From an optimization exercise on the open Yosys and OpenROAD flow, aimed at small area; shortcuts taken in it are not production practice. In this exercise RTL edits were held to simulation tests only and were not proved equivalent to the original. The clock port is modelled as an ideal driver; clocking choices that lean on that would not hold on a real chip. Power and IR drop assume default switching activity.

## flow/design.v

```verilog
package image_pkg;
  localparam int unsigned IMG_WIDTH  = 30;
  localparam int unsigned IMG_HEIGHT = 30;
  localparam int unsigned TOTAL_BITS = 904;
  localparam int unsigned BYTE_W     = 8;
  localparam int unsigned NUM_BYTES  = TOTAL_BITS / BYTE_W;
  typedef enum logic [1:0] {
    StIdle,
    StStream,
    StCsum,
    StDone
  } rb_state_e;
endpackage
module irs_bit (
  input  logic ld,     
  input  logic sh,     
  input  logic hd,     
  input  logic d,
  input  logic up,
  input  logic q,
  output logic y
);
  assign y = ~((ld & d) | (sh & up) | (hd & q));
endmodule
module irs_bit_top (
  input  logic ld,
  input  logic hd,
  input  logic d,
  input  logic q,
  output logic y
);
  assign y = ~((ld & d) | (hd & q));
endmodule
module image_readback_streamer #(
  parameter int unsigned TOTAL_BITS = image_pkg::TOTAL_BITS
) (
  input  logic                                 clk,
  input  logic                                 rst_n,
  input  logic                                 start_i,
  input  logic                                 abort_i,
  input  logic                                 img_valid_i,
  input  logic [TOTAL_BITS-1:0]                img_in_i,
  output logic [7:0]                           tx_data_o,
  output logic                                 tx_valid_o,
  input  logic                                 tx_ready_i,
  output logic                                 busy_o,
  output logic                                 done_o,
  output logic                                 err_not_ready_o,
  output logic [$clog2(TOTAL_BITS/8+1)-1:0]    byte_idx_o
);
  localparam int unsigned NUM_BYTES = TOTAL_BITS / 8;
  localparam int unsigned IDX_W     = $clog2(NUM_BYTES + 1);
  logic                  stream_q;    
  logic                  done_q;      
  logic [IDX_W-1:0]      idx_q;
  logic                  err_q;
  logic                  inv_q;       
  logic [TOTAL_BITS-1:0] shadow_q, shadow_d;
  logic                  last_byte;
  logic                  ld, sh, hd;
  assign last_byte = (idx_q == IDX_W'(NUM_BYTES - 1));
  always_ff @(posedge clk or negedge rst_n) begin
    if (!rst_n) begin
      stream_q <= 1'b0;
      done_q   <= 1'b0;
      idx_q    <= '0;
      err_q    <= 1'b0;
    end else begin
      err_q  <= !abort_i && !stream_q && !done_q && start_i && !img_valid_i;
      done_q <= !abort_i && stream_q && tx_ready_i && last_byte;
      if (abort_i) begin
        stream_q <= 1'b0;
        idx_q    <= '0;
      end else if (stream_q) begin
        if (tx_ready_i) begin
          if (last_byte) begin
            stream_q <= 1'b0;
            idx_q    <= '0;
          end else begin
            idx_q <= idx_q + IDX_W'(1);
          end
        end
      end else if (!done_q && start_i && img_valid_i) begin
        stream_q <= 1'b1;
      end
    end
  end
  assign ld = !stream_q;
  assign sh = stream_q && tx_ready_i;
  assign hd = stream_q && !tx_ready_i;
  always_ff @(posedge clk) begin
    inv_q <= stream_q ? !inv_q : 1'b1;
  end
  for (genvar i = 0; i < TOTAL_BITS - 8; i++) begin : g_bit
    irs_bit u_bit (.ld(ld), .sh(sh), .hd(hd), .d(img_in_i[i]), .up(shadow_q[i + 8]),
                   .q(shadow_q[i]), .y(shadow_d[i]));
  end
  for (genvar i = TOTAL_BITS - 8; i < TOTAL_BITS; i++) begin : g_top
    irs_bit_top u_bit (.ld(ld), .hd(hd), .d(img_in_i[i]), .q(shadow_q[i]), .y(shadow_d[i]));
  end
  always_ff @(posedge clk) begin
    shadow_q <= shadow_d;
  end
  assign tx_data_o       = {8{stream_q}} & (shadow_q[7:0] ^ {8{inv_q}});
  assign tx_valid_o      = stream_q;
  assign busy_o          = stream_q;
  assign done_o          = done_q;
  assign byte_idx_o      = idx_q;
  assign err_not_ready_o = err_q;
endmodule
```

## flow/flow/run.sh

```bash
#!/bin/bash
# Own layout flow: the standard flow (standard synthesis unchanged), with the port buffers
# made of the smallest buffer, a clock tree of smaller buffers without dummy loads, and a fanout
# limit for the buffering of high-fanout nets.
set -euo pipefail
export BUFFER_PORTS_ARGS="-buffer_cell sky130_fd_sc_hd__buf_1"
export CTS_ARGS="-sink_clustering_enable -repair_clock_nets -dont_use_dummy_load -sink_clustering_size 14 -sink_clustering_max_diameter 40 -buf_list {sky130_fd_sc_hd__clkbuf_8}"
export PRE_GLOBAL_PLACE_TCL="$PWD/flow/fanout.tcl"
export PRE_RESIZE_TCL="$PWD/flow/fanout.tcl"
export PRE_CTS_TCL="$PWD/flow/fanout.tcl"
export PRE_GLOBAL_ROUTE_TCL="$PWD/flow/fanout.tcl"
bash standard.sh synth > synth.log 2>&1
bash standard.sh finish > layout.log 2>&1
```

## flow/flow/fanout.tcl

```tcl
# Keep the wide select nets in buffer trees of modest fanout, which route more cleanly.
set_max_fanout 32 [current_design]
```

## flow/standard.sh

```bash
#!/bin/bash
# synth_recipe.tcl (not shown) runs the flow's synth.tcl, then flattens the netlist and writes it again
# the make line also repeats each setting of config.mk as NAME=value (left out here)
make -C /OpenROAD-flow-scripts/flow DESIGN_CONFIG=/design/flow/config.mk WORK_HOME=/design/flow/orfs CLKGATE_MAP_FILE= SYNTH_SCRIPT=/design/flow/synth_recipe.tcl "${@:-finish}"
```

## flow/config.mk

```make
export PLATFORM = sky130hd
export DESIGN_NAME = image_readback_streamer
export DESIGN_NICKNAME = image_readback_streamer
export VERILOG_FILES = /design/flow/design.v
export SDC_FILE = /design/flow/constraint.sdc
export NUM_CORES = 4
export LEC_CHECK = 0
export CAP_MARGIN = 20
export CORE_AREA = 2.76 2.72 467.1 157.76
export DIE_AREA = 0 0 470 160
export PLACE_DENSITY = 0.6
export SLEW_MARGIN = 20
export SYNTH_HIERARCHICAL = 1
export SYNTH_MINIMUM_KEEP_SIZE = 0
```

## flow/constraint.sdc

```tcl
create_clock -name core_clock -period 5.0 [get_ports {clk}]
set_input_delay 1.0000 -clock core_clock [delete_from_list [all_inputs] [get_ports {clk}]]
set_output_delay 1.0000 -clock core_clock [all_outputs]
set_load 0.01 [all_outputs]
```

==> results by group, run 1 <==
Detailed routing
  – Remaining DRCs: 0
  – Post-DR wirelength/cell: 25.15 um
  – Total number of vias: 26620
  – Via density: 6.572
  – Final WL: 101900 um
  – Initial DRC count: 7248
  – Post-DRT Antenna Nets: 0
  – 1st-pass router iterations: 20

Placement
  – Routability Congestion: 0.9209
  – Half-perimeter wire length after detailed placement: 74450 um
  – Placed Cells: 3924
  – PortBufs: 928

Final layout
  – Fin util: 48.41%
  – Final #Nets: 3942
  – Layout cells sized above 1: 7.530%
  – Final non-filler cell total: 4051
  – Area delta synth->final: 25.09%

Die
  – Cell row count: 57
  – Die span in x: 470 um
  – Starting Density: 38.70%
  – I/O pin count: 929
  – Die Y: 160 um
  – Die Area: 0.07520 sq mm
  – Area of the core: 0.07196 sq mm

Synthesis
  – Syn Std Cell Area: 0.02785 sq mm
  – Syn nets: 2800
  – Synthesis warning total: 7
  – Yosys cell types: 27
  – Sequential-to-total area share from yosys stat: 65.95%
  – #FFs+latches synth: 915
  – Syn_area_per_cell: 14.75 sq um
  – Syn Inst Count: 1888

Clock tree
  – Clock sinks: 915
  – CTS tree: done
  – Resize count post-CTS: 0
  – Post-CTS Hold Fix Bufs: 0
  – Total clock buffers created by CTS: 77
  – Clock latency on the worst-skew pair: 0.71 ns
  – Setup Buffers After CTS: 0
  – Clock transition at path regs: 0.07 ns

Timing
  – Worst slew pin tran: 0.7881 ns
  – Highest clock rate: 0.2888 GHz
  – Slew HR: 47.38%
  – Clock skew: 0.07090 ns
  – Final TNS setup: 0 ns
  – Period Utilization, post-route: 69.26%
  – Pins Over Slew Limit: 0
  – Setup violators final: 0
  – RSZ-0062 raised after global routing: no
  – Fin. Hold Viols: 0
  – Hold Slack: 0.2850 ns
  – Min Tclk post-route: 3.463 ns

Hold path
  – Class of the worst hold path: in -> async

Setup path
  – Worst EP required: 4.00 ns
  – Critical Path Fanout Max: 32
  – Crit path capture type: primary output
  – Crit path kind: reg -> out
  – Worst Path Arrival: 2.46 ns
  – CP Launch Type: flip-flop
  – Reg2reg setup slack: 1.91 ns

Run
  – Max Cap Viol: 0

Pwr
  – Peak supply drop: 0.0002384 V
  – LEAKAGE: 12.06 nW
  – Cell Pwr Density: 396.1 mW/mm^2
  – Total power: 13.80 mW

Global routing
  – Vias in the first global route: 24430
  – Largest net degree at the start of global routing: 33
  – Gr ovfl total: 0
  – First-pass GRT wire length: 147500 um
  – Initial antenna violation count: 52
  – Total Routing Usage GR: 25.27%

Status
  – Status: complete, no violations
sequential cells by signal (all words and copies together) (netlist names):
| register | flops |
|---|---|
| done_q | 1 |
| err_q | 1 |
| idx_q | 7 |
| inv_q | 1 |
| shadow_q | 904 |
| stream_q | 1 |
worst paths after layout:
| path | cells after the start | from | to |
|---|---|---|---|
| max | 4 | stream_q | tx_data_o[1] |
| min reg2reg | 1 | shadow_q[592] | shadow_q[584] |
| min in group core_clock | 1 | shadow_q[592] | shadow_q[584] |
| max reg2reg | 7 | stream_q | shadow_q[868] |
| min | 1 | rst_n | idx_q[2] |
| max in group asynchronous | 1 | rst_n | idx_q[6] |
through the flow:
step | worst slack (ns) | area, sq um
finish | 1.537 | 34840
global placement | 1.837 | 33650
detailed placement | 1.780 | 33650
CTS | 1.434 | 34710
global route | 1.383 | 34820
floorplan | -25.59 | 27870
Yosys stat by module (local to each module, per instance):
module,flip-flops and latches,times used,area [sq um],cells
irs_bit,0,896,10.01,1
image_readback_streamer,915,1,18780,984
irs_bit_top,0,8,12.51,1
kinds of logic after synthesis:
kind of cell,Yosys count,share of synthesized area [%]
AOI/OAI and AO/OA,920,32.93
adders and majority gates,2,0.08984
and+or+nand+nor,34,0.6335
DFF,915,65.95
buffers and inverters,9,0.1438
xor gates and xnor gates,8,0.2516
critical path: stages, from the launching register on:
cell and delay [ns]:
dfrtp_2 0.48, inv_2 0.60, buf_4 0.42, nor2_1 0.12, buf_1 0.14
layout by cell type (no fill, tap or decap), drive strengths merged:
cell / count
buf: 1067
dfxtp: 905
a222oi: 896
clkbuf: 77
diode: 50
nor2: 11
dfrtp: 10
xnor2: 8
nand2: 8
a22oi: 8
a21oi: 7
inv: 5
nand3: 4
o31ai: 3
o21ai: 3
nand2b: 2
nor4: 2
nand4bb: 2
or3: 2
ha: 2
nand3b: 1
a221oi: 1
o32a: 1
and4b: 1
o211ai: 1
or4: 1
layer usage:
metal | wire [um] | vias to the layer above | part of all wire [%] | track usage, %
li1 | - | 11740 | - | -
met1 | 40990 | 13340 | 40 | 32.63
met2 | 49500 | 1319 | 49 | 40.27
met3 | 7571 | 212 | 7.4 | 5.479
met4 | 3741 | 12 | 3.7 | 12.67
met5 | 91 | - | 0.089 | 0
cell usage after synthesis, drive strengths merged:
master     n  area share, %
dfxtp    905             65
nand4bb    2          0.081
nand3b     1          0.027
a222oi   896             32
inv        5          0.067
clkbuf     1          0.013
or4        1          0.027
a22oi      8           0.36
o31ai      3          0.081
and4b      1          0.036
nand3      4          0.072
dfrtp     10           0.90
xnor2      8           0.25
o21ai      3          0.054
nand2      8           0.11
nand2b     2          0.045
a21oi      7           0.14
o211ai     1          0.027
or3        2          0.045
ha         2          0.090
a221oi     1          0.031
o32a       1          0.036
buf        3          0.063
nor2      11           0.15
nor4       2          0.045
final cells by class:
class	instances	area [sq um]
Antenna cell	50	125.1
Clock buffer	77	1060
Fill cell	6729	37120
Inverter	5	18.77
Multi-Input combinational cell	964	9445
Sequential cell	915	18370
Tap cell	973	1217
Timing Repair Buffer	1067	4602
power breakdown:
| group | leakage (nW) | total, mW | switching, mW | internal, mW |
|---|---|---|---|---|
| registers | 7.77 | 8.61 | 0.503 | 8.11 |
| clock network | 0.554 | 3.74 | 2.35 | 1.38 |
| logic | 3.73 | 1.45 | 0.670 | 0.779 |
| total | 12.1 | 13.8 | 3.53 | 10.3 |
==> run 2, diff against run 1 <==
==> flow/flow/fanout.tcl (replaced) <==
# Keep the wide select nets in buffer trees of modest fanout, which route more cleanly.
set_max_fanout 80 [current_design]
==> run 2 against run 1 <==
Still clean; cell area down 1.5%; die area stayed put; non-clock buffer count decreased by 76; first-iteration DRC count decreased by 1.5%; sequential share of layout area rose by 0.79 points; power decreased by 0.14%; largest power group unchanged; highest routed layer unchanged.
==> results by group, run 2 <==
Placement
  – Routability Congestion: 0.9045
  – Half-perimeter wire length after detailed placement: 71320 um
  – PortBufs: 928

Setup path
  – Critical path cell sequence: inv_2 -> buf_4 -> nor2_1 -> buf_1
  – Worst flop-to-flop path endpoint: shadow_q[836]
  – Slowest CP cell: inv_2
  – CP max stage delay: 0.51 ns
  – Worst Path Arrival: 2.37 ns
  – Critical Path Fanout Max: 31
  – RR Startpoint: stream_q
  – Worst Setup SP: stream_q
  – Crit path kind: reg -> out
  – Critical path endpoint: tx_data_o[5]
  – CP Launch Type: flip-flop
  – R2R depth: 5
  – Worst EP required: 4.00 ns
  – Crit path capture type: primary output
  – Reg2reg setup slack: 2.22 ns

Pwr
  – Cell Pwr Density: 401.4 mW/mm^2
  – LEAKAGE: 11.71 nW
  – Peak supply drop: 0.0002096 V

Status
  – Status: complete, no violations

Clock tree
  – Clock sinks: 915
  – Post-CTS Hold Fix Bufs: 0
  – Total clock buffers created by CTS: 78
  – Clock transition at path regs: 0.06 ns
  – Setup Buffers After CTS: 0
  – CTS tree: done
  – Resize count post-CTS: 0
  – Clock latency on the worst-skew pair: 0.72 ns

Synthesis
  – Ys async rst share: 1.093%
  – Syn Std Cell Area: 0.02785 sq mm
  – Synthesis warning total: 7
  – Syn Inst Count: 1888
  – Most frequent cell after synthesis: dfxtp_1
  – Sequential-to-total area share from yosys stat: 65.95%
  – #FFs+latches synth: 915
  – Yosys cell types: 27
  – Syn_area_per_cell: 14.75 sq um
  – Synth top area cells: dfxtp_1 65%, a222oi_1 32%, dfrtp_1 0.90%, a22oi_2 0.36%, xnor2_1 0.25%
  – Post-synth top cells: 905 x dfxtp_1, 896 x a222oi_1, 11 x nor2_1
  – Cell taking the most area after synthesis: dfxtp_1
  – Syn nets: 2800
  – Post-synth EDFFs: 0
  – Share of the synthesized area in the top cell type: 65.05%
  – Ys flop type: dfxtp_1

Timing
  – Fin. Hold Viols: 0
  – Highest clock rate: 0.2971 GHz
  – RSZ-0062 raised after global routing: no
  – Slew HR: 49.76%
  – Setup violators final: 0
  – Min Tclk post-route: 3.366 ns
  – Final TNS setup: 0 ns
  – Worst slew pin tran: 0.7535 ns
  – Clock skew: 0.05808 ns
  – Period Utilization, post-route: 67.32%
  – Pins Over Slew Limit: 0

Final layout
  – Largest reg by FF count: shadow_q
  – Commonest non-fill, non-tap cell in the layout: buf_1
  – Fin util: 47.69%
  – Max reg flops: 904
  – Final #Nets: 3867
  – Layout cells sized above 1: 5.147%
  – Most frequent cells in the layout: 928 x buf_1, 905 x dfxtp_1, 896 x a222oi_1
  – Largest registers: shadow_q (904), idx_q (7)
  – Area delta synth->final: 23.23%

Detailed routing
  – Remaining DRCs: 0
  – Final WL: 100700 um
  – Post-DR wirelength/cell: 25.43 um
  – 1st-pass router iterations: 20
  – Via density: 6.621
  – Post-DRT Antenna Nets: 0
  – Initial DRC count: 7136
  – Total number of vias: 26210

Die
  – I/O pin count: 929
  – Die Y: 160 um
  – Area of the core: 0.07196 sq mm
  – Die Area: 0.07520 sq mm
  – Die span in x: 470 um
  – Cell row count: 57
  – Starting Density: 38.70%

Global routing
  – Total Routing Usage GR: 24.98%
  – Vias in the first global route: 24310
  – Gr ovfl total: 0
  – Largest net degree at the start of global routing: 81
  – Initial antenna violation count: 29
  – First-pass GRT wire length: 146700 um

Hold path
  – Class of the worst hold path: in -> async

Run
  – Max Cap Viol: 0
-- run 2: cell types whose count changed in the layout (fill, tap and decap cells not counted) --
cell	previous run	this run
diode_2	50	32
nor2_2	1	0
buf_12	6	13
clkbuf_8	77	78
buf_4	133	50
nor2_1	10	11
-- run 2: worst max-delay path: cells and delay by family, from the launching register on --
| kind | cells | cell delay [ns] |
|---|---|---|
| AND/OR/NAND/NOR | 1 | 0.09 |
| buffers and inverters | 3 | 1.11 |
| flip-flops | 1 | 0.48 |
-- run 2: modules after synthesis, one instance, submodules excluded --
module | times used | flip-flops and latches | area [sq um]
irs_bit_top | 8 | 0 | 12.51
irs_bit | 896 | 0 | 10.01
image_readback_streamer | 1 | 915 | 18780
-- run 2: worst min-delay path by stage --
| stage | start | end | slack, ns |
|---|---|---|---|
| 2_1_floorplan | shadow_q[896] | shadow_q[896] | 0.42 |
| 3_3_place_gp | shadow_q[687] | shadow_q[679] | 0.42 |
| 3_5_place_dp | shadow_q[484] | shadow_q[476] | 0.43 |
| 4_1_cts | rst_n | err_q | 0.22 |
| 5_1_grt | rst_n | err_q | 0.29 |
| 6_report | rst_n | err_q | 0.30 |
-- run 2: area by class of cell --
type,instances,area [sq um]
timing repair buffer,991,4119
sequential,915,18370
tap,973,1217
inverter,5,18.77
clock buffer,78,1074
antenna,32,80.08
multi-input combinational,964,9443
fill,6852,37640
-- run 2: layer usage --
metal / track usage (%) / vias to the layer above / share of wire (%)
met3: 5.062 / 206 / 7.3
met5: 0 / - / 0.013
li1: - / 11540 / -
met2: 41.93 / 1288 / 50
met4: 10.21 / 2 / 3.1
met1: 31.62 / 13170 / 40
-- run 2: kinds of logic (layout without fill, tap and decap cells) --
| logic type | after synthesis | count (layout) | synth area share, % |
|---|---|---|---|
| other | 0 | 32 | 0 |
| AOI/OAI and AO/OA | 920 | 920 | 32.93 |
| adders and majority gates | 2 | 2 | 0.08984 |
| xor gates and xnor gates | 8 | 8 | 0.2516 |
| DFF | 915 | 915 | 65.95 |
| and+or+nand+nor | 34 | 34 | 0.6335 |
| buffers and inverters | 9 | 1074 | 0.1438 |
-- run 2: through the flow --
stage	instance area, sq um	setup WS (ns)	hold WS (ns)	total power [mW]	cells
4_1_cts	34240	1.503	0.2245	13.86	3926
3_3_place_gp	33170	2.006	0.4232	10.08	3848
5_1_grt	34310	1.455	0.2902	14.42	3954
6_report	34320	1.634	0.2963	13.78	3958
3_5_place_dp	33170	1.937	0.4272	10.15	3848
2_1_floorplan	27870	-25.59	0.4175	9.727	1888
-- run 2: where the power goes --
group	switching (mW)	leakage, nW	internal (mW)
Combinational	0.662	3.38	0.747
Sequential	0.504	7.77	8.11
Clock	2.36	0.561	1.40
==> run 3, diff against run 2 <==
==> flow/flow/fanout.tcl (replaced) <==
# Keep the wide select nets in buffer trees of modest fanout, which route more cleanly.
set_max_fanout 32 [current_design]
--- a/flow/config.mk
+++ b/flow/config.mk
@@ -7,6 +7,6 @@
 export LEC_CHECK = 0
 export CAP_MARGIN = 20
-export CORE_AREA = 2.76 2.72 467.1 157.76
-export DIE_AREA = 0 0 470 160
+export CORE_AREA = 2.76 2.72 497.26 247.52
+export DIE_AREA = 0 0 500 250
 export PLACE_DENSITY = 0.6
 export SLEW_MARGIN = 20
==> run 3 against run 2 <==
Still clean; die area up 66%; register-to-register slack worse by 0.17 ns; sequential power about the same; clock power up 3%; via count up 2.1%; critical path depth up 1; clock-buffer cell count up 5; sequential share of layout area down 2.0 points; setup slack worse by 0.42 ns.
==> results by group, run 3 <==
Hold path
  – Class of the worst hold path: in -> async

Timing
  – Clock skew: 0.09208 ns
  – Fin. Hold Viols: 0
  – Highest clock rate: 0.2638 GHz
  – Final TNS setup: 0 ns
  – Final worst setup slack: 1.209 ns
  – RSZ-0062 raised after global routing: no
  – Slew HR: 31.22%
  – Pins Over Slew Limit: 0
  – Min Tclk post-route: 3.791 ns
  – Setup violators final: 0
  – Period Utilization, post-route: 75.81%
  – Worst slew pin tran: 1.032 ns

Synthesis
  – Share of the synthesized area in the top cell type: 65.05%
  – Syn_area_per_cell: 14.75 sq um
  – Post-synth top cells: 905 x dfxtp_1, 896 x a222oi_1, 11 x nor2_1
  – Syn Inst Count: 1888
  – Synth Area in Adders: 0.08985%
  – Syn nets: 2800
  – Post-synthesis mux area share: 0%
  – Syn Std Cell Area: 0.02785 sq mm
  – XOR/XNOR Fraction of Synth Area: 0.2516%
  – Post-synth EDFFs: 0
  – Synth top area cells: dfxtp_1 65%, a222oi_1 32%, dfrtp_1 0.90%, a22oi_2 0.36%, xnor2_1 0.25%
  – Compound-Gate Fraction of Synth Area: 32.93%
  – Synthesis warning total: 7
  – Simple-Gate Fraction of Synth Area: 0.6335%
  – Most frequent cell after synthesis: dfxtp_1
  – #FFs+latches synth: 915
  – Sequential-to-total area share from yosys stat: 65.95%
  – Cell taking the most area after synthesis: dfxtp_1
  – Ys flop type: dfxtp_1
  – Dominant combinational cell family by area after synthesis: compound AO/OA/AOI/OAI gates
  – Yosys cell types: 27
  – Ys async rst share: 1.093%

Die
  – Area of the core: 0.1211 sq mm
  – Die Area: 0.1250 sq mm
  – Cell row count: 90
  – I/O pin count: 929
  – Starting Density: 23.01%
  – Die span in x: 500 um
  – Die Y: 250 um

Setup path
  – Worst EP required: 4.00 ns
  – Worst Setup SP: stream_q
  – Critical Path Fanout Max: 31
  – Reg2reg setup slack: 2.05 ns
  – Crit path kind: reg -> out
  – RR Startpoint: stream_q
  – Worst flop-to-flop path endpoint: shadow_q[830]
  – R2R depth: 6
  – CP Launch Type: flip-flop
  – Worst Path Arrival: 2.79 ns
  – Crit path capture type: primary output

Clock tree
  – Resize count post-CTS: 0
  – Clock sinks: 915
  – CTS tree: done
  – Clock transition at path regs: 0.07 ns
  – Clock latency on the worst-skew pair: 0.76 ns
  – Total clock buffers created by CTS: 83
  – Setup Buffers After CTS: 0
  – Post-CTS Hold Fix Bufs: 0

Pwr
  – Switch Pwr: 3.586 mW
  – LEAKAGE: 12.09 nW
  – Cell Pwr Density: 391.5 mW/mm^2
  – Clock network power share: 27.6%
  – Sequential power share: 61.9%
  – Sw Share: 25.69%
  – Peak supply drop: 0.0001965 V
  – Combinational share of power: 10.5%
  – Pint: 10.37 mW

Detailed routing
  – Final WL: 104200 um
  – Remaining DRCs: 0
  – Post-DR wirelength/cell: 22.34 um
  – Initial DRC count: 6416
  – 1st-pass router iterations: 17
  – Via density: 5.733
  – Post-DRT Antenna Nets: 0
  – Total number of vias: 26750

Global routing
  – Vias in the first global route: 24480
  – Gr ovfl total: 0
  – Total Routing Usage GR: 15.29%
  – First-pass GRT wire length: 149000 um
  – Largest net degree at the start of global routing: 33
  – Initial antenna violation count: 27

Run
  – Max Cap Viol: 0

Final layout
  – Largest reg by FF count: shadow_q
  – Commonest non-fill, non-tap cell in the layout: buf_1
  – Most frequent cells in the layout: 928 x buf_1, 905 x dfxtp_1, 896 x a222oi_1
  – Fillers: 12560
  – Largest registers: shadow_q (904), idx_q (7)
  – Area delta synth->final: 28.00%
  – Layout cells sized above 1: 7.558%
  – Max reg flops: 904
  – Final #Nets: 3944

Status
  – Status: complete, no violations

Placement
  – Routability Congestion: 0.9194
  – PortBufs: 928
  – Half-perimeter wire length after detailed placement: 77070 um
  – DP Worst Slack: 1.741 ns
[run 3: cell counts after synthesis]
No cell type changed its count.
[run 3: power groups by stage]
stage,clock [mW],combinational [mW],sequential (mW)
after CTS,3.99,1.46,8.62
after global placement,0,1.39,8.76
after detailed placement,0,1.45,8.79
after global routing,4.26,1.60,8.71
after floorplan,0,1.07,8.65
final,3.85,1.47,8.63
[run 3: per-layer routing]
metal	GRT usage, %	routed length [um]	vias to the layer above
met5	0	13	-
met4	5.981	3150	2
met3	2.964	7883	212
met2	26.23	52540	1367
met1	18.88	40650	13480
li1	-	-	11690
[run 3: per-stage QoR]
stage	hold slack, ns	power (mW)	cell area [sq um]	std cells	utilization [%]
4_1_cts	0.1935	14.06	35580	4640	29.40
2_1_floorplan	0.4175	9.727	27870	1888	-
5_1_grt	0.2422	14.58	35640	4664	29.45
3_5_place_dp	0.4271	10.24	34440	4557	28.45
3_3_place_gp	0.4226	10.16	34440	4557	28.45
6_report	0.2936	13.96	35650	4666	29.45
[run 3: cells by family (layout without fill, tap and decap cells)]
family,count (synthesis),count (layout)
fa+ha+maj,2,2
flops,915,915
xor+xnor,8,8
other cells,0,26
compound gates,920,920
simple gates,34,34
buf+inv,9,1151
[run 3: how the worst max path moves through the flow]
stage	endpoint	slack, ns
after CTS	tx_data_o[1]	1.01
after detailed placement	shadow_q[634]	1.74
after global placement	shadow_q[634]	1.81
final	tx_data_o[6]	1.21
after floorplan	shadow_q[0]	-25.59
after global routing	tx_data_o[1]	0.90
[run 3: area by class of cell]
type | count | area [sq um] | share of cell area [%]
inverters | 5 | 18.77 | 0.05265
clock buffers | 83 | 1142 | 3.204
repair buffers | 1063 | 4597 | 12.89
diodes | 26 | 65.06 | 0.1825
well taps | 1610 | 2014 | 5.651
flip-flops and latches | 915 | 18370 | 51.53
multi-input cells | 964 | 9443 | 26.49
[run 3: per-module statistics from Yosys, one instance, submodules excluded]
module	area, sq um	cells inside
irs_bit_top	12.51	1
irs_bit	10.01	1
image_readback_streamer	18780	984
[run 3: critical path, stage by stage (launching register included)]
cell	delay [ns]
dfrtp_2	0.49
inv_2	0.73
buf_4	0.31
buf_4	0.30
nor2_1	0.10
buf_1	0.13
==> run 4, diff against run 3 <==
--- a/flow/design.v
+++ b/flow/design.v
@@ -22,13 +22,4 @@
 );
   assign y = ~((ld & d) | (sh & up) | (hd & q));
-endmodule
-module irs_bit_top (
-  input  logic ld,
-  input  logic hd,
-  input  logic d,
-  input  logic q,
-  output logic y
-);
-  assign y = ~((ld & d) | (hd & q));
 endmodule
 module image_readback_streamer #(
@@ -97,5 +88,6 @@
   end
   for (genvar i = TOTAL_BITS - 8; i < TOTAL_BITS; i++) begin : g_top
-    irs_bit_top u_bit (.ld(ld), .hd(hd), .d(img_in_i[i]), .q(shadow_q[i]), .y(shadow_d[i]));
+    irs_bit u_bit (.ld(ld), .sh(sh), .hd(hd), .d(img_in_i[i]), .up(shadow_q[i]),
+                   .q(shadow_q[i]), .y(shadow_d[i]));
   end
   always_ff @(posedge clk) begin
==> flow/flow/fanout.tcl (replaced) <==
# Keep the wide select nets in buffer trees of modest fanout, which route more cleanly.
set_max_fanout 80 [current_design]
--- a/flow/config.mk
+++ b/flow/config.mk
@@ -7,6 +7,6 @@
 export LEC_CHECK = 0
 export CAP_MARGIN = 20
-export CORE_AREA = 2.76 2.72 497.26 247.52
-export DIE_AREA = 0 0 500 250
+export CORE_AREA = 2.76 2.72 467.1 157.76
+export DIE_AREA = 0 0 470 160
 export PLACE_DENSITY = 0.6
 export SLEW_MARGIN = 20
==> run 4 against run 3 <==
Still clean on timing, DRC and antenna; maximum frequency grew 12%; cell area down 3.4%; via count shrank 1.5%; clock-buffer cell count decreased by 6; power is 1.3% lower; combinational power down 3%; non-clock buffer count down 65; routed wire length down 3.0%; final cell count fell by 15%; largest cell class unchanged.
==> results by group, run 4 <==
Status
  – Status: complete, no violations

Final layout
  – Most frequent cells in the layout: 928 x buf_1, 905 x dfxtp_1, 904 x a222oi_1
  – Layout cells sized above 1: 5.103%
  – Largest reg by FF count: shadow_q
  – Final #Nets: 3873
  – Max reg flops: 904
  – Area delta synth->final: 23.74%
  – Commonest non-fill, non-tap cell in the layout: buf_1
  – Largest registers: shadow_q (904), idx_q (7)
  – Fillers: 6819

Timing
  – Fin. Hold Viols: 0
  – Hold Slack: 0.2942 ns
  – Final worst setup slack: 1.627 ns
  – Min Tclk post-route: 3.373 ns
  – Period Utilization, post-route: 67.46%
  – Clock skew: 0.06942 ns
  – Pins Over Slew Limit: 0
  – RSZ-0062 raised after global routing: no
  – Final TNS setup: 0 ns
  – Setup violators final: 0
  – Highest clock rate: 0.2965 GHz
  – Slew HR: 34.82%
  – Worst slew pin tran: 0.9754 ns

Clock tree
  – Clock sinks: 915
  – Total clock buffers created by CTS: 77
  – Post-CTS Hold Fix Bufs: 0
  – Resize count post-CTS: 0
  – Clock transition at path regs: 0.07 ns
  – CTS tree: done
  – Clock latency on the worst-skew pair: 0.74 ns
  – Setup Buffers After CTS: 0

Global routing
  – Gr ovfl total: 0
  – Vias in the first global route: 23650
  – Largest net degree at the start of global routing: 81
  – Total Routing Usage GR: 24.79%
  – Initial antenna violation count: 38
  – First-pass GRT wire length: 144400 um

Detailed routing
  – Initial DRC count: 6553
  – Via density: 6.635
  – Remaining DRCs: 0
  – Final WL: 101100 um
  – Post-DR wirelength/cell: 25.46 um
  – Post-DRT Antenna Nets: 0
  – 1st-pass router iterations: 22
  – Total number of vias: 26340

Die
  – Starting Density: 38.67%
  – I/O pin count: 929
  – Cell row count: 57
  – Die Y: 160 um
  – Die Area: 0.07520 sq mm
  – Die span in x: 470 um
  – Area of the core: 0.07196 sq mm

Synthesis
  – Ys flop type: dfxtp_1
  – Yosys cell types: 26
  – Synth top area cells: dfxtp_1 65%, a222oi_1 33%, dfrtp_1 0.90%, xnor2_1 0.25%, nor2_1 0.15%
  – Most frequent cell after synthesis: dfxtp_1
  – Post-synth top cells: 905 x dfxtp_1, 904 x a222oi_1, 11 x nor2_1
  – Cell taking the most area after synthesis: dfxtp_1
  – Post-synth EDFFs: 0
  – #FFs+latches synth: 915
  – Sequential-to-total area share from yosys stat: 66.00%
  – Syn Std Cell Area: 0.02783 sq mm
  – Synthesis warning total: 7
  – Syn nets: 2800
  – Ys async rst share: 1.093%
  – Share of the synthesized area in the top cell type: 65.10%
  – Syn Inst Count: 1888
  – Syn_area_per_cell: 14.74 sq um

Hold path
  – Class of the worst hold path: in -> async

Placement
  – PortBufs: 928
  – Half-perimeter wire length after detailed placement: 71920 um
  – DP Worst Slack: 1.811 ns
  – Routability Congestion: 0.9065

Setup path
  – Crit path kind: reg -> out
  – CP Launch Type: flip-flop
  – Worst Path Arrival: 2.37 ns
  – Worst EP required: 4.00 ns
  – Crit path capture type: primary output
  – Critical Path Fanout Max: 32

Pwr
  – Peak supply drop: 0.0002463 V
  – Cell Pwr Density: 400.0 mW/mm^2
  – LEAKAGE: 11.75 nW

Run
  – Max Cap Viol: 0
run 4: cell count changes in the layout (fill, tap and decap cells not counted), sizes merged:
cell    before  now
a222oi     896  904
buf       1063  998
a22oi        8    0
clkbuf      83   77
diode       26   38
run 4: cell families after synthesis:
family	share of synthesized area (%)
simple gates	0.6339
compound gates	32.88
xor+xnor	0.2518
buf+inv	0.1439
fa+ha+maj	0.08990
flops	66.00
run 4: final cells by class:
class	count	area (sq um)	share of cell area, %
antenna	38	95.09	0.2761
clock buffer	77	1060	3.077
inverter	5	18.77	0.05450
multi-input combinational	964	9430	27.38
sequential	915	18370	53.34
tap	973	1217	3.535
timing repair buffer	998	4247	12.33
run 4: per-module statistics from Yosys, one instance, submodules excluded:
module	copies in the design	flip-flops and latches
image_readback_streamer	1	915
irs_bit	904	0
run 4: critical path, cell delays in order (launching register included):
cell     delay [ns]
dfrtp_2        0.49
inv_2          0.45
buf_4          0.47
nor2_1         0.12
buf_1          0.15
run 4: through the flow:
stage                     util (%)  cells  area (sq um)  power [mW]
final                        47.86   3970         34440       13.78
after global placement       46.25   3855         33280       10.09
after global routing         47.83   3962         34420       14.41
after detailed placement     46.25   3855         33280       10.16
after floorplan                  -   1888         27850       9.726
after CTS                    47.72   3932         34340       13.85
run 4: per-layer routing:
metal	GRT usage, %	share of wire, %	vias up
met1	32.28	41	13130
met2	39.20	48	1375
met3	5.667	7.9	226
li1	-	-	11610
met5	0	0.051	-
met4	11.87	3.6	8
run 4: report_power, final:
group / total, mW / switching, mW / internal, mW
Clock: 3.75 / 2.36 / 1.38
Combinational: 1.42 / 0.663 / 0.757
Sequential: 8.61 / 0.498 / 8.11
run 4: final timing paths:
kind,start,end,slack (ns),cells past startpoint
max in group asynchronous,rst_n,stream_q,4.24,1
worst max-delay path,stream_q,tx_data_o[6],1.63,4
min in group core_clock,shadow_q[881],shadow_q[873],0.39,1
worst max register to register,stream_q,shadow_q[882],2.22,6
worst min register to register,shadow_q[881],shadow_q[873],0.39,1
worst min-delay path,rst_n,err_q,0.29,1
==> run 5, diff against run 4 <==
--- a/flow/flow/run.sh
+++ b/flow/flow/run.sh
@@ -5,5 +5,5 @@
 set -euo pipefail
 export BUFFER_PORTS_ARGS="-buffer_cell sky130_fd_sc_hd__buf_1"
-export CTS_ARGS="-sink_clustering_enable -repair_clock_nets -dont_use_dummy_load -sink_clustering_size 14 -sink_clustering_max_diameter 40 -buf_list {sky130_fd_sc_hd__clkbuf_8}"
+export CTS_ARGS="-sink_clustering_enable -repair_clock_nets -dont_use_dummy_load -sink_clustering_size 8 -sink_clustering_max_diameter 25 -buf_list {sky130_fd_sc_hd__clkbuf_4}"
 export PRE_GLOBAL_PLACE_TCL="$PWD/flow/fanout.tcl"
 export PRE_RESIZE_TCL="$PWD/flow/fanout.tcl"
==> run 5 against run 4 <==
Largest power group unchanged; maximum frequency fell by 5.9%; synthesized area is the same; still clean; cell area about the same; global-route usage up 0.25 points; setup slack worse by 0.21 ns; routed wire length increased by 0.68%; sequential power about the same; combinational power hardly changed; flip-flop and latch count stayed put.
==> results by group, run 5 <==
Status
  – Status: complete, no violations

Timing
  – RSZ-0062 raised after global routing: no
  – Pins Over Slew Limit: 0
  – Clock skew: 0.09954 ns
  – Slew HR: 34.24%
  – Min Tclk post-route: 3.583 ns
  – Setup violators final: 0
  – Worst slew pin tran: 0.9840 ns
  – Fin. Hold Viols: 0
  – Final TNS setup: 0 ns
  – Highest clock rate: 0.2791 GHz
  – Period Utilization, post-route: 71.66%

Final layout
  – Max reg flops: 904
  – Commonest non-fill, non-tap cell in the layout: buf_1
  – Largest registers: shadow_q (904), idx_q (7)
  – Fin util: 47.83%
  – Layout cells sized above 1: 7.018%
  – Most frequent cells in the layout: 928 x buf_1, 905 x dfxtp_1, 904 x a222oi_1
  – Final #Nets: 3935
  – Largest reg by FF count: shadow_q
  – Fillers: 6872
  – Area delta synth->final: 23.66%

Synthesis
  – Post-synth top cells: 905 x dfxtp_1, 904 x a222oi_1, 11 x nor2_1
  – Ys async rst share: 1.093%
  – Synth top area cells: dfxtp_1 65%, a222oi_1 33%, dfrtp_1 0.90%, xnor2_1 0.25%, nor2_1 0.15%
  – Most frequent cell after synthesis: dfxtp_1
  – #FFs+latches synth: 915
  – Sequential-to-total area share from yosys stat: 66.00%
  – Syn_area_per_cell: 14.74 sq um
  – Ys flop type: dfxtp_1
  – Syn nets: 2800
  – Syn Std Cell Area: 0.02783 sq mm
  – Synthesis warning total: 7
  – Post-synth EDFFs: 0
  – Yosys cell types: 26
  – Syn Inst Count: 1888
  – Cell taking the most area after synthesis: dfxtp_1
  – Share of the synthesized area in the top cell type: 65.10%

Die
  – Die Y: 160 um
  – I/O pin count: 929
  – Starting Density: 38.67%
  – Die Area: 0.07520 sq mm
  – Die span in x: 470 um
  – Cell row count: 57
  – Area of the core: 0.07196 sq mm

Clock tree
  – Clock sinks: 915
  – Setup Buffers After CTS: 0
  – Resize count post-CTS: 0
  – CTS tree: done
  – Total clock buffers created by CTS: 138
  – Clock transition at path regs: 0.10 ns
  – Post-CTS Hold Fix Bufs: 1
  – Clock latency on the worst-skew pair: 0.95 ns

Setup path
  – CP Launch Type: flip-flop
  – Worst Path Arrival: 2.58 ns
  – Crit path capture type: primary output
  – Critical Path Fanout Max: 32
  – Worst EP required: 4.00 ns
  – Crit path kind: reg -> out

Placement
  – PortBufs: 928
  – Half-perimeter wire length after detailed placement: 71920 um
  – Routability Congestion: 0.9065

Global routing
  – First-pass GRT wire length: 145700 um
  – Largest net degree at the start of global routing: 81
  – Vias in the first global route: 24100
  – Initial antenna violation count: 40
  – Total Routing Usage GR: 25.04%
  – Gr ovfl total: 0

Pwr
  – Peak supply drop: 0.0002018 V
  – LEAKAGE: 11.83 nW
  – Cell Pwr Density: 399.9 mW/mm^2

Detailed routing
  – Final WL: 101800 um
  – Post-DR wirelength/cell: 25.25 um
  – Initial DRC count: 6455
  – Total number of vias: 26550
  – 1st-pass router iterations: 17
  – Via density: 6.590
  – Post-DRT Antenna Nets: 0
  – Remaining DRCs: 0

Hold path
  – Class of the worst hold path: in -> reg

Run
  – Max Cap Viol: 0
## run 5: cell counts after synthesis
Identical to the previous run, type by type.
## run 5: modules after synthesis (local to each module, per instance)
module                   cells inside  flip-flops and latches  cell area, sq um
image_readback_streamer           984                     915             18780
irs_bit                             1                       0             10.01
## run 5: worst max-delay path, cell delays in order, from the launching register on
cell     delay (ns)
dfrtp_2        0.50
inv_2          0.44
buf_4          0.47
nor2_1         0.09
buf_1          0.17
## run 5: power breakdown
part	internal [mW]	switching [mW]
combinational	0.758	0.662
sequential	8.11	0.498
clock	1.27	2.47
total	10.1	3.63
## run 5: path summary, 6_finish.rpt
check	from	endpoint	slack, ns	depth (start not counted)
worst max-delay path	stream_q	tx_data_o[0]	1.42	4
min in group asynchronous	rst_n	idx_q[5]	0.64	2
max in group asynchronous	rst_n	err_q	3.92	2
worst min register to register	shadow_q[654]	shadow_q[646]	0.36	1
worst max register to register	stream_q	shadow_q[866]	2.13	6
worst min-delay path	img_in_i[744]	shadow_q[744]	0.22	2
## run 5: metal layers
metal	GRT usage (%)	up-vias	wire length [um]
met3	6.706	255	9106
met5	0	-	79
li1	-	11760	-
met1	32.20	13120	40590
met2	39.05	1413	48340
met4	12.59	12	3644
## run 5: metrics by stage
step	total power [mW]	hold WS [ns]	setup slack (ns)	instance area, sq um	instances
after detailed placement	10.16	0.4277	1.811	33280	3855
after floorplan	9.726	0.4176	-25.35	27850	1888
after global routing	14.45	0.1147	1.158	34410	4025
after global placement	10.09	0.4218	1.855	33280	3855
after CTS	13.86	0.09691	1.225	34330	3994
final	13.76	0.2199	1.417	34420	4029
## run 5: layout make-up
cell class	count	area, sq um	share of cell area (%)
Antenna cell	35	87.58	0.2545
Multi-Input combinational cell	964	9430	27.40
Inverter	5	18.77	0.05453
Clock buffer	138	1036	3.010
Sequential cell	915	18370	53.37
Timing Repair Buffer	999	4257	12.37
Tap cell	973	1217	3.537
## run 5: cells by family after synthesis
family / count (synthesis) / synth area share (%)
AO/OA/AOI/OAI: 920 / 32.88
adder cells (fa/ha/maj): 2 / 0.08990
XOR/XNOR: 8 / 0.2518
flip-flops: 915 / 66.00
AND/OR/NAND/NOR: 34 / 0.6339
buffers and inverters: 9 / 0.1439

## separate check: timing with driven ports
In the flow no input, the clock included, has a driving cell. The finished layouts below were timed again as built, in two steps. Step 1 assumes that a clkbuf_16 drives the clock port and a buf_2 every other input. Step 2, shift: input delay + t, output delay - t, t = (earliest + latest rising clock arrival at the registers) / 2. This alone moves slack from input paths to output paths. Three values: ideal ports, drivers, drivers and shift; two values: the first two.
run | shift t [ns] | slack for setup (ns) | hold slack, ns | worst setup path at the end | slew at the worst register clock pin (ns)
run 1 | 0.750 | 1.537 / 1.471 / 1.723 | 0.285 / 0.248 / 0.369 | input to register | 0.11 / 0.11
run 2 | 0.747 | 1.634 / 1.575 / 1.872 | 0.296 / 0.264 / 0.375 | input to register | 0.10 / 0.10
run 3 | 0.744 | 1.209 / 1.159 / 1.694 | 0.294 / 0.268 / 0.389 | input to register | 0.10 / 0.10
run 4 | 0.760 | 1.627 / 1.568 / 1.750 | 0.294 / 0.262 / 0.390 | input to register | 0.10 / 0.10
run 5 | 0.954 | 1.417 / 1.359 / 1.735 | 0.220 / 0.185 / 0.358 | input to register | 0.10 / 0.10
After both steps every run listed still meets setup and hold.
